This design comes from an exercise in tuning for small area on the open sky130 flow, not from production work. Power figures rest on the tool's default switching activity, not on a simulated workload.

Setup of main:
==> flow/design.v <==
module axi_dma_mc_sched #(
  parameter int NUM_CH     = 4,
  parameter int AXI_ADDR_W = 32,
  parameter int AXI_DATA_W = 128,
  parameter int LEN_W      = 24,
  parameter int MAX_BURST  = 16,
  parameter int MAX_OUT    = 8
) (
  input  logic                   clk,
  input  logic                   rst_n,
  input  logic [NUM_CH-1:0]            ch_req_valid,
  output logic [NUM_CH-1:0]            ch_req_ready,
  input  logic [NUM_CH*AXI_ADDR_W-1:0] ch_req_src,
  input  logic [NUM_CH*AXI_ADDR_W-1:0] ch_req_dst,
  input  logic [NUM_CH*LEN_W-1:0]      ch_req_len,
  output logic                         cmd_valid,
  input  logic                         cmd_ready,
  output logic [((NUM_CH > 1) ? $clog2(NUM_CH) : 1)-1:0] cmd_ch,
  output logic [AXI_ADDR_W-1:0]        cmd_src,
  output logic [AXI_ADDR_W-1:0]        cmd_dst,
  output logic [7:0]                   cmd_len,
  output logic                         cmd_last,
  input  logic                         cpl_valid,
  input  logic [((NUM_CH > 1) ? $clog2(NUM_CH) : 1)-1:0] cpl_ch,
  input  logic                         cpl_err,
  output logic [NUM_CH-1:0]      ch_busy,
  output logic [NUM_CH-1:0]      ch_done,
  output logic [NUM_CH-1:0]      ch_err,
  input  logic [NUM_CH-1:0]      intr_en,
  input  logic [NUM_CH-1:0]      intr_clr,
  output logic                   intr_pend,
  output logic                   proto_err
);
  localparam int AW = 28;
  localparam int RW = 20;
  logic [3:0]    busy_q, iss_q, done_q, err_q, stat_q;
  logic [3:0]    out_q [4];
  logic          intr_pend_q, proto_err_q, cmd_valid_q;
  logic [1:0]    ptr_q;
  logic [AW-1:0] src_q [4];
  logic [AW-1:0] dst_q [4];
  logic [RW-1:0] rem_q [4];
  logic [AW-1:0] cmd_src_q, cmd_dst_q;
  logic [3:0]    cmd_len_q;
  logic          cmd_last_q;
  logic [3:0] elig, gnt;
  logic [1:0] gnt_idx;
  logic       any_elig, take, load;
  always_comb begin
    for (int i = 0; i < 4; i++) elig[i] = iss_q[i] & ~out_q[i][3];
  end
  always_comb begin
    case (ptr_q)
      2'd0: gnt = elig[1] ? 4'b0010 : elig[2] ? 4'b0100 : elig[3] ? 4'b1000 : {3'b000, elig[0]};
      2'd1: gnt = elig[2] ? 4'b0100 : elig[3] ? 4'b1000 : elig[0] ? 4'b0001 : {2'b00, elig[1], 1'b0};
      2'd2: gnt = elig[3] ? 4'b1000 : elig[0] ? 4'b0001 : elig[1] ? 4'b0010 : {1'b0, elig[2], 2'b00};
      default: gnt = elig[0] ? 4'b0001 : elig[1] ? 4'b0010 : elig[2] ? 4'b0100 : {elig[3], 3'b000};
    endcase
    gnt_idx  = {gnt[3] | gnt[2], gnt[3] | gnt[1]};
    any_elig = |elig;
  end
  assign take = ~cmd_valid_q | cmd_ready;
  assign load = any_elig & take;
  logic [3:0] sel;
  assign sel = gnt & {4{take}};
  logic [AW-1:0] s_src, s_dst, n_src, n_dst;
  logic [RW-1:0] s_rem, n_rem;
  logic [3:0]    s_m1, d_m1, r_m1, m1;
  logic          r_small, al_s, al_d, al_r, last, pg_s, pg_d, rb;
  logic [4:0]    s_lo, d_lo, r_lo;
  logic [AW-5:0] s_hi_inc, d_hi_inc;
  logic [RW-5:0] r_hi_dec;
  always_comb begin
    s_src = '0;
    s_dst = '0;
    s_rem = '0;
    for (int i = 0; i < 4; i++) begin
      s_src = s_src | ({AW{sel[i]}} & ~src_q[i]);
      s_dst = s_dst | ({AW{sel[i]}} & ~dst_q[i]);
      s_rem = s_rem | ({RW{sel[i]}} & ~rem_q[i]);
    end
    s_m1    = (s_src[7:4] == 4'hF) ? ~s_src[3:0] : 4'hF;
    d_m1    = (s_dst[7:4] == 4'hF) ? ~s_dst[3:0] : 4'hF;
    r_m1    = (s_rem[RW-1:4] == '0) ? (s_rem[3:0] - 4'd1) : 4'hF;
    r_small = (s_rem[RW-1:5] == '0) && (!s_rem[4] || (s_rem[3:0] == 4'd0));
    al_s = 1'b1;
    al_d = 1'b1;
    al_r = 1'b1;
    for (int k = 3; k >= 0; k--) begin
      m1[k] = ~((al_s & ~s_m1[k]) | (al_d & ~d_m1[k]) | (al_r & ~r_m1[k]));
      al_s  = al_s & (~s_m1[k] | m1[k]);
      al_d  = al_d & (~d_m1[k] | m1[k]);
      al_r  = al_r & (~r_m1[k] | m1[k]);
    end
    last    = r_small & al_r;
    pg_s    = (s_src[7:4] == 4'hF) & al_s;
    pg_d    = (s_dst[7:4] == 4'hF) & al_d;
    n_src   = {s_src[AW-1:8] + {{(AW-9){1'b0}}, pg_s}, s_src[7:0] + {4'd0, m1} + 8'd1};
    n_dst   = {s_dst[AW-1:8] + {{(AW-9){1'b0}}, pg_d}, s_dst[7:0] + {4'd0, m1} + 8'd1};
    rb      = (s_rem[3:0] <= s_m1) & (s_rem[3:0] <= d_m1) & (s_rem[3:0] <= r_m1);
    n_rem   = {s_rem[RW-1:4] - {{(RW-5){1'b0}}, rb}, s_rem[3:0] - m1 - 4'd1};
  end
  always_ff @(posedge clk) begin
    for (int i = 0; i < 4; i++) begin
      logic ld, up, hd;
      ld = ~busy_q[i];
      up = sel[i];
      hd = busy_q[i] & ~sel[i];
      src_q[i] <= ~(({AW{ld}} & ch_req_src[i*32+4 +: AW]) | ({AW{up}} & n_src) | ({AW{hd}} & ~src_q[i]));
      dst_q[i] <= ~(({AW{ld}} & ch_req_dst[i*32+4 +: AW]) | ({AW{up}} & n_dst) | ({AW{hd}} & ~dst_q[i]));
      rem_q[i] <= ~(({RW{ld}} & ch_req_len[i*24+4 +: RW]) | ({RW{up}} & n_rem) | ({RW{hd}} & ~rem_q[i]));
    end
  end
  always_ff @(posedge clk) begin
    cmd_src_q  <= s_src | ({AW{~take}} & cmd_src_q);
    cmd_dst_q  <= s_dst | ({AW{~take}} & cmd_dst_q);
    if (take) begin
      cmd_len_q  <= m1;
      cmd_last_q <= last;
    end
  end
  logic [3:0] cpl_hit, dec, acc, zlen, issue_now, cnt_up, cnt_dn;
  logic [3:0] out_d [4];
  logic [3:0] stat_d;
  always_comb begin
    for (int i = 0; i < 4; i++) begin
      cpl_hit[i]   = cpl_valid && (cpl_ch == 2'(i));
      dec[i]       = cpl_hit[i] && (out_q[i] != 4'd0);
      acc[i]       = ~busy_q[i] & ch_req_valid[i];
      zlen[i]      = (ch_req_len[i*24+4 +: RW] == '0);
      issue_now[i] = sel[i];
      cnt_up[i]    = issue_now[i] & ~dec[i];
      cnt_dn[i]    = dec[i] & ~issue_now[i];
      out_d[i][0]  = out_q[i][0] ^ (cnt_up[i] | cnt_dn[i]);
      out_d[i][1]  = out_q[i][1] ^ (cnt_up[i] & out_q[i][0] | cnt_dn[i] & ~out_q[i][0]);
      out_d[i][2]  = out_q[i][2] ^ (cnt_up[i] & (&out_q[i][1:0]) | cnt_dn[i] & ~(|out_q[i][1:0]));
      out_d[i][3]  = out_q[i][3] ^ (cnt_up[i] & (&out_q[i][2:0]) | cnt_dn[i] & ~(|out_q[i][2:0]));
      stat_d[i]    = (stat_q[i] & ~intr_clr[i]) | done_q[i];
    end
  end
  always_ff @(posedge clk or negedge rst_n) begin
    if (!rst_n) begin
      busy_q      <= '0;
      iss_q       <= '0;
      done_q      <= '0;
      err_q       <= '0;
      stat_q      <= '0;
      for (int i = 0; i < 4; i++) out_q[i] <= '0;
      intr_pend_q <= 1'b0;
      proto_err_q <= 1'b0;
      cmd_valid_q <= 1'b0;
      ptr_q       <= 2'd0;
    end else begin
      for (int i = 0; i < 4; i++) begin
        out_q[i] <= out_d[i];
        err_q[i] <= acc[i] ? 1'b0 : (err_q[i] | (dec[i] & cpl_err));
        if (!busy_q[i]) begin
          busy_q[i] <= ch_req_valid[i];
          iss_q[i]  <= ch_req_valid[i] & ~zlen[i];
          done_q[i] <= ch_req_valid[i] & zlen[i];
        end else if (iss_q[i]) begin
          if (issue_now[i] && last) iss_q[i] <= 1'b0;
          done_q[i] <= 1'b0;
        end else begin
          if (done_q[i]) begin
            busy_q[i] <= 1'b0;
            done_q[i] <= 1'b0;
          end else begin
            done_q[i] <= (out_q[i] == 4'd0) | ((out_q[i] == 4'd1) & cpl_hit[i]);
          end
        end
      end
      stat_q      <= stat_d;
      intr_pend_q <= |(stat_d & intr_en);
      proto_err_q <= proto_err_q | (|(cpl_hit & ~dec));
      if (take) cmd_valid_q <= any_elig;
      if (load) ptr_q <= gnt_idx;
    end
  end
  assign ch_req_ready = ~busy_q;
  assign ch_busy      = busy_q;
  assign ch_done      = done_q;
  assign ch_err       = err_q;
  assign intr_pend    = intr_pend_q;
  assign proto_err    = proto_err_q;
  assign cmd_valid    = cmd_valid_q;
  assign cmd_ch       = ptr_q;
  assign cmd_src      = {cmd_src_q, 4'd0};
  assign cmd_dst      = {cmd_dst_q, 4'd0};
  assign cmd_len      = {4'd0, cmd_len_q};
  assign cmd_last     = cmd_last_q;
endmodule
==> flow/config.mk <==
export PLATFORM = sky130hd
export DESIGN_NAME = axi_dma_mc_sched
export DESIGN_NICKNAME = axi_dma_mc_sched
export VERILOG_FILES = /design/flow/design.v
export SDC_FILE = /design/flow/constraint.sdc
export NUM_CORES = 4
export LEC_CHECK = 0
export CAP_MARGIN = 20
export CORE_MARGIN = 2
export CORE_UTILIZATION = 60
export SLEW_MARGIN = 20
==> flow/constraint.sdc <==
create_clock -name core_clock -period 9.0 [get_ports {clk}]
set_input_delay 1.8000 -clock core_clock [delete_from_list [all_inputs] [get_ports {clk}]]
set_output_delay 1.8000 -clock core_clock [all_outputs]
set_load 0.01 [all_outputs]
standard.sh (not shown) runs the stock make flow with config.mk's settings and CLKGATE_MAP_FILE= SYNTH_SCRIPT=/design/flow/synth_recipe.tcl, a recipe that flattens the netlist after the stock synthesis.
==> flow/flow/run.sh <==
#!/bin/bash
# Own layout flow: the standard ORFS flow (standard.sh), with
#  - synthesis run unchanged except that ABC uses an area-oriented mapping script
#    (flow/abc_area.script) and Yosys does not pre-extract half/full adder cells, so
#    ABC maps that logic too. Registers are mapped by dfflibmap before ABC, so they
#    are the standard synthesis's registers, with the same names and cells;
#  - port buffers of the smallest buffer cell;
#  - a clock tree of clkbuf_8 cells, without dummy loads.
# Each tool's output goes to a log file of its own in the work folder.
set -euo pipefail
W=$(pwd)
rm -rf "$W/orfs_scripts"
cp -r "$FLOW_HOME/scripts" "$W/orfs_scripts"
cp "$W/flow/abc_area.script" "$W/orfs_scripts/abc_area.script"
bash standard.sh SCRIPTS_DIR="$W/orfs_scripts" ABC_AREA=1 ADDER_MAP_FILE= synth > "$W/flow_synth.log" 2>&1
source "$W/flow/knobs.sh"
bash standard.sh "${KNOBS[@]}" finish > "$W/flow_layout.log" 2>&1
==> flow/flow/abc_area.script <==
strash; &get -n; &fraig -x; &put; scorr; dc2; dretime; strash; &get -n; &dch -f; &nf -R 1000; &put; strash; dc2; &get -n; &dch -f; &nf -R 1000; &put; strash; &get -n; &dch -f; &nf -R 1000 -p; &put; topo
==> flow/flow/knobs.sh <==
KNOBS=(
  "BUFFER_PORTS_ARGS=-buffer_cell sky130_fd_sc_hd__buf_1"
  "CTS_ARGS=-sink_clustering_enable -repair_clock_nets -dont_use_dummy_load -sink_clustering_size 16 -sink_clustering_max_diameter 60 -buf_list {sky130_fd_sc_hd__clkbuf_8}"
)
Final checks on main, whose flow otherwise completed, came back failing, citing negative setup slack.
For the feature branch, these inputs were changed with respect to main:
-- flow/design.v --
<<< main, line 67
  logic [RW-1:0] s_rem, n_rem;
  logic [3:0]    s_m1, d_m1, r_m1, m1;
  logic          r_small, al_s, al_d, al_r, last, pg_s, pg_d, rb;
  logic [4:0]    s_lo, d_lo, r_lo;
  logic [AW-5:0] s_hi_inc, d_hi_inc;
>>> the feature branch, line 67
  logic [RW-1:0] s_rem, n_rem;
  logic [3:0]    s_m1, d_m1, r_m1, m1;
  logic          r_small, c_sd, c_sr, c_dr, pick_s, pick_d, pick_r, last, pg_s, pg_d;
  logic [4:0]    s_lo, d_lo, r_lo;
  logic [AW-5:0] s_hi_inc, d_hi_inc;
<<< main, line 84
    r_m1    = (s_rem[RW-1:4] == '0) ? (s_rem[3:0] - 4'd1) : 4'hF;
    r_small = (s_rem[RW-1:5] == '0) && (!s_rem[4] || (s_rem[3:0] == 4'd0));
    al_s = 1'b1;
    al_d = 1'b1;
    al_r = 1'b1;
    for (int k = 3; k >= 0; k--) begin
      m1[k] = ~((al_s & ~s_m1[k]) | (al_d & ~d_m1[k]) | (al_r & ~r_m1[k]));
      al_s  = al_s & (~s_m1[k] | m1[k]);
      al_d  = al_d & (~d_m1[k] | m1[k]);
      al_r  = al_r & (~r_m1[k] | m1[k]);
    end
    last    = r_small & al_r;
    pg_s    = (s_src[7:4] == 4'hF) & al_s;
    pg_d    = (s_dst[7:4] == 4'hF) & al_d;
    n_src   = {s_src[AW-1:8] + {{(AW-9){1'b0}}, pg_s}, s_src[7:0] + {4'd0, m1} + 8'd1};
    n_dst   = {s_dst[AW-1:8] + {{(AW-9){1'b0}}, pg_d}, s_dst[7:0] + {4'd0, m1} + 8'd1};
    rb      = (s_rem[3:0] <= s_m1) & (s_rem[3:0] <= d_m1) & (s_rem[3:0] <= r_m1);
    n_rem   = {s_rem[RW-1:4] - {{(RW-5){1'b0}}, rb}, s_rem[3:0] - m1 - 4'd1};
  end
  always_ff @(posedge clk) begin
>>> the feature branch, line 84
    r_m1    = (s_rem[RW-1:4] == '0) ? (s_rem[3:0] - 4'd1) : 4'hF;
    r_small = (s_rem[RW-1:5] == '0) && (!s_rem[4] || (s_rem[3:0] == 4'd0));
    c_sd    = (s_m1 <= d_m1);
    c_sr    = (s_m1 < r_m1);
    c_dr    = (d_m1 < r_m1);
    pick_s  = c_sd & c_sr;
    pick_d  = ~c_sd & c_dr;
    pick_r  = ~(pick_s | pick_d);
    m1      = ({4{pick_s}} & s_m1) | ({4{pick_d}} & d_m1) | ({4{pick_r}} & r_m1);
    last    = r_small & pick_r;
    pg_s    = (s_src[7:4] == 4'hF) & c_sd & ~(r_m1 < s_m1);
    pg_d    = (s_dst[7:4] == 4'hF) & ~c_sd & c_dr | (s_dst[7:4] == 4'hF) & (d_m1 == s_m1) & ~(r_m1 < d_m1);
    n_src   = {s_src[AW-1:8] + {{(AW-9){1'b0}}, pg_s}, s_src[7:0] + {4'd0, m1} + 8'd1};
    n_dst   = {s_dst[AW-1:8] + {{(AW-9){1'b0}}, pg_d}, s_dst[7:0] + {4'd0, m1} + 8'd1};
    n_rem   = s_rem - {{(RW-4){1'b0}}, m1} - 1'b1;
  end
  always_ff @(posedge clk) begin
<<< main, line 115
    cmd_src_q  <= s_src | ({AW{~take}} & cmd_src_q);
    cmd_dst_q  <= s_dst | ({AW{~take}} & cmd_dst_q);
    if (take) begin
      cmd_len_q  <= m1;
      cmd_last_q <= last;
    end
  end
  logic [3:0] cpl_hit, dec, acc, zlen, issue_now, cnt_up, cnt_dn;
>>> the feature branch, line 112
    cmd_src_q  <= s_src | ({AW{~take}} & cmd_src_q);
    cmd_dst_q  <= s_dst | ({AW{~take}} & cmd_dst_q);
    cmd_len_q  <= ({4{take}} & m1) | ({4{~take}} & cmd_len_q);
    cmd_last_q <= (take & last) | (~take & cmd_last_q);
  end
  logic [3:0] cpl_hit, dec, acc, zlen, issue_now, cnt_up, cnt_dn;
## What came out
Changes observed in the feature branch relative to main: post-layout total power now sits higher; non-clock buffer count went down by 100; core region area did not really move; power in the clock group +about 0.8%.
Against main, the feature branch comes in 200 uV higher on largest vdd supply drop.
In summary, the feature branch completed successfully, with a layout that passed the timing, design-rule and antenna checks.
Against main, cell count in the feature branch fell by a few percent.
No run of this note included a check of the RTL's function; only the layout flow was run.

## what the ideal ports hide
The flow's constraints put no driver on any port. The routed layouts listed below were extracted and timed again, unchanged, in two steps. Step 1: set_driving_cell puts a clkbuf_16 on clk and a buf_2 on each other input, an assumption about the parent block. Step 2 times the ports against the registers' clock, not the clock port: input delays grow and output delays shrink by t, the midpoint of the rising clock arrivals with the driver on. Three values: ideal ports, drivers, drivers and shift; two values: the first two.
run	t, ns	setup WS [ns]	worst setup path at the end
main	0.589	-0.157 / -0.138 / -0.727	input to register
the feature branch	0.597	0.470 / 0.491 / -0.105	input to register
With both steps, setup timing fails in the feature branch, where it was met with ideal ports. The setup slack of the feature branch, which loses most, moves by +0.021 ns with the drivers and by -0.575 ns with both steps.
